What follows belongs to an exercise in optimizing a design on an open flow for a short achievable clock period and few clock cycles per item; a production flow would make more cautious choices. The RTL was checked by simulation tests, not by an equivalence proof against the original design.

==> run Z <==
Design go_back_n_sender_core, start of the top module:
module go_back_n_sender_core #(
	parameter int WINDOW_DEPTH  = gbn_pkg::WINDOW_DEPTH_DEF,
	parameter int PENDING_DEPTH = gbn_pkg::PENDING_DEPTH_DEF
) (
	input  logic                         clk,
	input  logic                         arst_n,
	input  logic                         cfg_wr_en,
	input  logic [gbn_pkg::LIMIT_W-1:0]  cfg_wr_data,
	input  logic                         in_valid,
	output logic                         in_stall,
	input  logic [1:0]                   action,
	input  logic [gbn_pkg::SEQ_W-1:0]    frame_seq,
	input  logic [gbn_pkg::TAG_W-1:0]    frame_tag,
	input  logic [gbn_pkg::LEN_W-1:0]    frame_length,
	input  logic [gbn_pkg::SEQ_W-1:0]    ack_number,
	output logic                         out_valid,
	input  logic                         out_stall,
	output logic [gbn_pkg::SEQ_W-1:0]    out_seq,
	output logic [gbn_pkg::TAG_W-1:0]    out_tag,
	output logic [gbn_pkg::LEN_W-1:0]    out_length,
	output logic                         dropped,
	output logic                         last
);
make LEC_CHECK=0 ABC_CLOCK_PERIOD_IN_PS=1000 CAP_MARGIN=20 CORE_MARGIN=2 CORE_UTILIZATION=55 SETUP_SLACK_MARGIN=2.3 SLEW_MARGIN=20 TNS_END_PERCENT=10 finish   # period 4.5 ns
run.sh (not shown) runs the stock make flow with config.mk's settings and CLKGATE_MAP_FILE= SYNTH_SCRIPT=/design/flow/synth_recipe.tcl, a recipe that flattens the netlist after the stock synthesis.
==> run B (differences from run Z) <==
--- a/flow/design.v
+++ b/flow/design.v
@@ -166,14 +166,13 @@
 	logic [WINDOW_DEPTH:0]   run;        
 	logic [NK-1:0]           kh;         
 	logic [NK-1:0]           p_kh;       
 	logic [NK-1:0]           bms_h;      
 	logic [PENDING_DEPTH:0]  bm_t;       
-	logic [NK-1:0]           room_v [NK];  
+	logic [NK-1:0]           c_mh  [NK];  
+	logic [NK-1:0]           c_win [NK];  
 	logic [2:0]              win_bin;
-	logic [NK-1:0]           o_room [NK];
-	logic [NK-1:0]           o_m    [NK];
 	logic [NK-1:0]           o_win  [NK];
 	logic [PENDING_DEPTH:1]  o_bl   [NK];
 	logic [2:0]              o_cnt  [NK];
 	logic                    o_push [NK];
 	logic [NK-1:0]           n_win;
@@ -184,64 +183,68 @@
 	logic [RW-1:0]           d_hd;
 	logic [2:0]              d_cnt;
 	logic                    d_drop;
 	logic                    d_zero;
 	always_comb begin
+		logic [NK-1:0] wm;
+		logic [NK-1:0] mh;
 		logic [RING-1:0] st;
 		bm_t = p_wr ? {bl_t[PENDING_DEPTH-1:1], 2'b11} : {bl_t, 1'b1};
 		for (int b = 0; b < NK; b++) begin
 			bms_h[b] = (b == NK - 1) ? bm_t[b] : (bm_t[b] && !bm_t[b+1]);
 		end
 		for (int v = 0; v < NK; v++) begin
-			room_v[v] = '0;
-			for (int l = 0; l < NK; l++) begin
-				room_v[v][(l > v) ? l - v : 0] = room_v[v][(l > v) ? l - v : 0] | p_lim[l];
+			c_mh[v] = '0;
+			for (int l = 0; l <= WINDOW_DEPTH; l++) begin
+				for (int b = 0; b < NK; b++) begin
+					c_mh[v][(l > v) ? (((l - v) < b) ? (l - v) : b) : 0] =
+						c_mh[v][(l > v) ? (((l - v) < b) ? (l - v) : b) : 0] | (p_lim[l] & bms_h[b]);
+				end
 			end
+			c_win[v] = c_mh[v] << v;
 		end
 		win_bin = '0;
 		for (int w = 0; w < NK; w++) begin
 			win_bin = win_bin | ({3{win_h[w]}} & 3'(w));
 		end
 		for (int kk = 0; kk < NK; kk++) begin
-			o_room[kk] = '0;
-			for (int v = 0; v + kk < NK; v++) begin
-				o_room[kk] = o_room[kk] | ({NK{win_h[v + kk]}} & room_v[v]);
-			end
-			o_m[kk] = '0;
-			for (int r = 0; r < NK; r++) begin
-				for (int b = 0; b < NK; b++) begin
-					o_m[kk][(r < b) ? r : b] = o_m[kk][(r < b) ? r : b] | (o_room[kk][r] & bms_h[b]);
-				end
-			end
+			wm = win_h >> kk;
+			mh = '0;
 			o_win[kk] = '0;
-			for (int v = 0; v + kk < NK; v++) begin
-				for (int j = 0; v + j < NK; j++) begin
-					o_win[kk][v + j] = o_win[kk][v + j] | (win_h[v + kk] & o_m[kk][j]);
-				end
+			for (int v = 0; v < NK; v++) begin
+				mh        = mh        | ({NK{wm[v]}} & c_mh[v]);
+				o_win[kk] = o_win[kk] | ({NK{wm[v]}} & c_win[v]);
 			end
 			o_bl[kk]  = '0;
-			for (int r = 0; r < NK; r++) begin
-				o_bl[kk] = o_bl[kk] | ({PENDING_DEPTH{o_room[kk][r]}} & PENDING_DEPTH'(bm_t[PENDING_DEPTH:1] >> r));
-			end
 			o_cnt[kk] = '0;
 			for (int j = 0; j < NK; j++) begin
-				o_cnt[kk] = o_cnt[kk] | ({3{o_m[kk][j]}} & 3'(j));
+				o_bl[kk]  = o_bl[kk]  | ({PENDING_DEPTH{mh[j]}} & PENDING_DEPTH'(bm_t[PENDING_DEPTH:1] >> j));
+				o_cnt[kk] = o_cnt[kk] | ({3{mh[j]}} & 3'(j));
+			end
+			o_push[kk] = 1'b0;
+			if (p_send) begin
+				o_push[kk] = full || !mh[0];
+				if (mh[0]) o_cnt[kk] = 3'd1;
+			end
+			if (p_ackt) o_push[kk] = !mh[0];
+			if (p_tmo) begin
+				o_push[kk] = !win_h[0];
+				o_cnt[kk]  = win_bin;
 			end
-			if (p_send && o_room[kk][0]) o_cnt[kk] = 3'd1;
-			if (p_tmo) o_cnt[kk] = win_bin;
-			o_push[kk] = (p_send && (full || !o_room[kk][0]))
-			             || (p_ackt && !o_room[kk][0] && bl_t[1])
-			             || (p_tmo && !win_h[0]);
 		end
 		st = '0;
 		for (int w = 0; w < NK; w++) begin
 			st = st | ({RING{win_h[w]}} & rotl(head_h, w));
 		end
 		d_start = enc(p_tmo ? head_h : st);
 		d_hd    = enc(head_h);
 		d_drop  = p_send && full;
-		d_zero  = p_send && full && o_room[0][0];
+		d_zero  = 1'b0;
+		for (int w = 0; w < NK; w++) begin
+			d_zero = d_zero | (win_h[w] & c_mh[w][0]);
+		end
+		d_zero  = d_zero && p_send && full;
 	end
 	always_comb begin
 		for (int i = 0; i < WINDOW_DEPTH; i++) begin
 			le_sel[i] = 1'b0;
 			for (int kk = 0; kk < NK; kk++) begin
@@ -290,42 +293,34 @@
 			if (i_wr && i_slot[s]) begin
 				ring[s] <= i_fr;
 			end
 		end
 	end
-	localparam int DW = RW + 3 + 1 + 1 + RW;
-	logic [DW-1:0]     dq_e [DQD];        
-	logic [DQD-1:0]    dq_wp;
-	logic [DQD-1:0]    dq_rp;
+	logic [RW-1:0]     dq_start [DQD];
+	logic [2:0]        dq_cnt   [DQD];
+	logic              dq_drop  [DQD];
+	logic              dq_zero  [DQD];
+	logic [RW-1:0]     dq_hd    [DQD];    
+	logic [DQW-1:0]    dq_wp;
+	logic [DQW-1:0]    dq_rp;
 	logic [DQD-1:1]    dq_t;              
 	logic              dq_pop;
-	logic [DW-1:0]     dq_head;
-	logic [RW-1:0]     dqh_start;
-	logic [2:0]        dqh_cnt;
-	logic              dqh_drop;
-	logic              dqh_zero;
-	logic [RW-1:0]     dqh_hd;
 	always_ff @(posedge clk) begin
-		for (int i = 0; i < DQD; i++) begin
-			if (dq_wp[i]) dq_e[i] <= {d_start, d_cnt, d_drop, d_zero, d_hd};
-		end
+		dq_start[dq_wp] <= d_start;
+		dq_cnt[dq_wp]   <= d_cnt;
+		dq_drop[dq_wp]  <= d_drop;
+		dq_zero[dq_wp]  <= d_zero;
+		dq_hd[dq_wp]    <= d_hd;
 	end
-	always_comb begin
-		dq_head = '0;
-		for (int i = 0; i < DQD; i++) begin
-			dq_head = dq_head | ({DW{dq_rp[i]}} & dq_e[i]);
-		end
-	end
-	assign {dqh_start, dqh_cnt, dqh_drop, dqh_zero, dqh_hd} = dq_head;
 	always_ff @(posedge clk or negedge arst_n) begin
 		if (!arst_n) begin
-			dq_wp <= DQD'(1);
-			dq_rp <= DQD'(1);
+			dq_wp <= '0;
+			dq_rp <= '0;
 			dq_t  <= '0;
 		end else begin
-			if (d_push) dq_wp <= {dq_wp[DQD-2:0], dq_wp[DQD-1]};
-			if (dq_pop) dq_rp <= {dq_rp[DQD-2:0], dq_rp[DQD-1]};
+			if (d_push) dq_wp <= dq_wp + 1'b1;
+			if (dq_pop) dq_rp <= dq_rp + 1'b1;
 			if (d_push && !dq_pop) begin
 				dq_t <= {dq_t[DQD-2:1], 1'b1};
 			end else if (dq_pop && !d_push) begin
 				dq_t <= {1'b0, dq_t[DQD-1:2]};
 			end
@@ -367,16 +362,16 @@
 		end
 	end
 	always_ff @(posedge clk) begin
 		if (g_done) begin
 			for (int s = 0; s < RING; s++) begin
-				g_ptr[s] <= (dqh_start == RW'(s));
+				g_ptr[s] <= (dq_start[dq_rp] == RW'(s));
 			end
-			g_rem  <= dqh_cnt;
-			g_drop <= dqh_drop;
-			g_zero <= dqh_zero;
-			g_hd   <= dqh_hd;
+			g_rem  <= dq_cnt[dq_rp];
+			g_drop <= dq_drop[dq_rp];
+			g_zero <= dq_zero[dq_rp];
+			g_hd   <= dq_hd[dq_rp];
 		end else if (out_free) begin
 			g_ptr <= rotl(g_ptr, 1);
 			g_rem <= g_rem - 1'b1;
 		end
 	end
@@ -395,27 +390,21 @@
 	assign last       = out_last_q;
 	logic              old_v;
 	logic [RW-1:0]     old_hd;
 	logic [RING-1:0]   old_hd_h;
 	logic [RING-1:0]   near_tail;
-	logic              hz_q;
 	assign old_v  = g_v || dq_t[1];
-	assign old_hd = g_v ? g_hd : dqh_hd;
+	assign old_hd = g_v ? g_hd : dq_hd[dq_rp];
 	always_comb begin
 		for (int s = 0; s < RING; s++) begin
 			old_hd_h[s] = (old_hd == RW'(s));
 		end
-		near_tail = '0;
-		for (int x = 1; x <= 5; x++) begin
-			near_tail = near_tail | rotl(tail_h, x);
-		end
+		near_tail = rotl(tail_h, 1) | rotl(tail_h, 2) | rotl(tail_h, 3) | rotl(tail_h, 4);
 	end
 	always_ff @(posedge clk or negedge arst_n) begin
 		if (!arst_n) begin
-			hz_q    <= 1'b0;
 			stall_q <= 1'b0;
 		end else begin
-			hz_q    <= old_v && (old_hd_h & near_tail) != '0;
-			stall_q <= dq_t[DQD - 4] || hz_q;
+			stall_q <= dq_t[DQD - 4] || (old_v && (old_hd_h & near_tail) != '0);
 		end
 	end
 endmodule
Settings changed: CORE_UTILIZATION 55 to 65, CTS_CLUSTER_DIAMETER set to 400, CTS_CLUSTER_SIZE set to 40, PLACE_DENSITY set to 0.72, SETUP_SLACK_MARGIN 2.3 to 2.5, TNS_END_PERCENT 10 to 5.
==> results_dict.tcl <==
set metrics [dict create \
    power.internal_mw 35.5 \
    wl_microns 457000 \
    max_stage_delay_ns 0.61 \
    placedCellCount 9843 \
    p_clk_mw 17.9 \
    r2r_end "out_fr_q[22]" \
    peakVddDrop_mv 0.440 \
    power_density_nw_per_um2 437 \
    status "complete, no violations" \
    die_w_microns 429 \
    grt_util_met3_pct 16.8 \
    crit_cells 9 \
]
The numbers above come from run Z.

==> results_dict.tcl <==
set metrics [dict create \
    status "did not finish" \
    stop_stage "5_1_grt" \
    tool.error "[ERROR GRT-0232] Routing congestion too high. Check the congestion heatmap in the GUI." \
    yosysSeqAreaShare_pct 58.5 \
    placedCellCount 9595 \
    postCtsHoldBufs 0 \
    die_w_microns 395 \
    grt_util_met3_pct 63.0 \
    synth_fa_ha_area_share_pct 13.0 \
]
The numbers above come from run B.

Testbench counts of run Z, summed over its fixed seeds: cycles 2,526, items 2,400.
Testbench counts of run B, summed over its fixed seeds: cycles 2,520, items 2,400.

## static timing again, ports no longer ideal
The flow's constraints put no driver on any port. The routed layout listed below was extracted and timed again, unchanged, in two steps.
Step 1 sets driving cells, clkbuf_16 on the clock port and buf_2 on the other inputs (assumed; they add their load-dependent delay and slew).
Step 2 adds t to the input delays and takes it off the output delays; t is the mean of the earliest and latest rising clock arrival at the registers after step 1. Input paths then give back, and output paths get back, about the clock's delay inside the block.
Three values: ideal ports, drivers, drivers and shift; two values: the first two.
run: run Z
t (ns): 0.948
setup slack, ns: 1.474 / 1.474 / 0.770
worst register clock-pin slew, ns: 0.07 / 0.07
After both steps run Z still meets setup and hold. The setup slack of run Z moves by 0.000 ns with the drivers and by -0.704 ns with both steps.
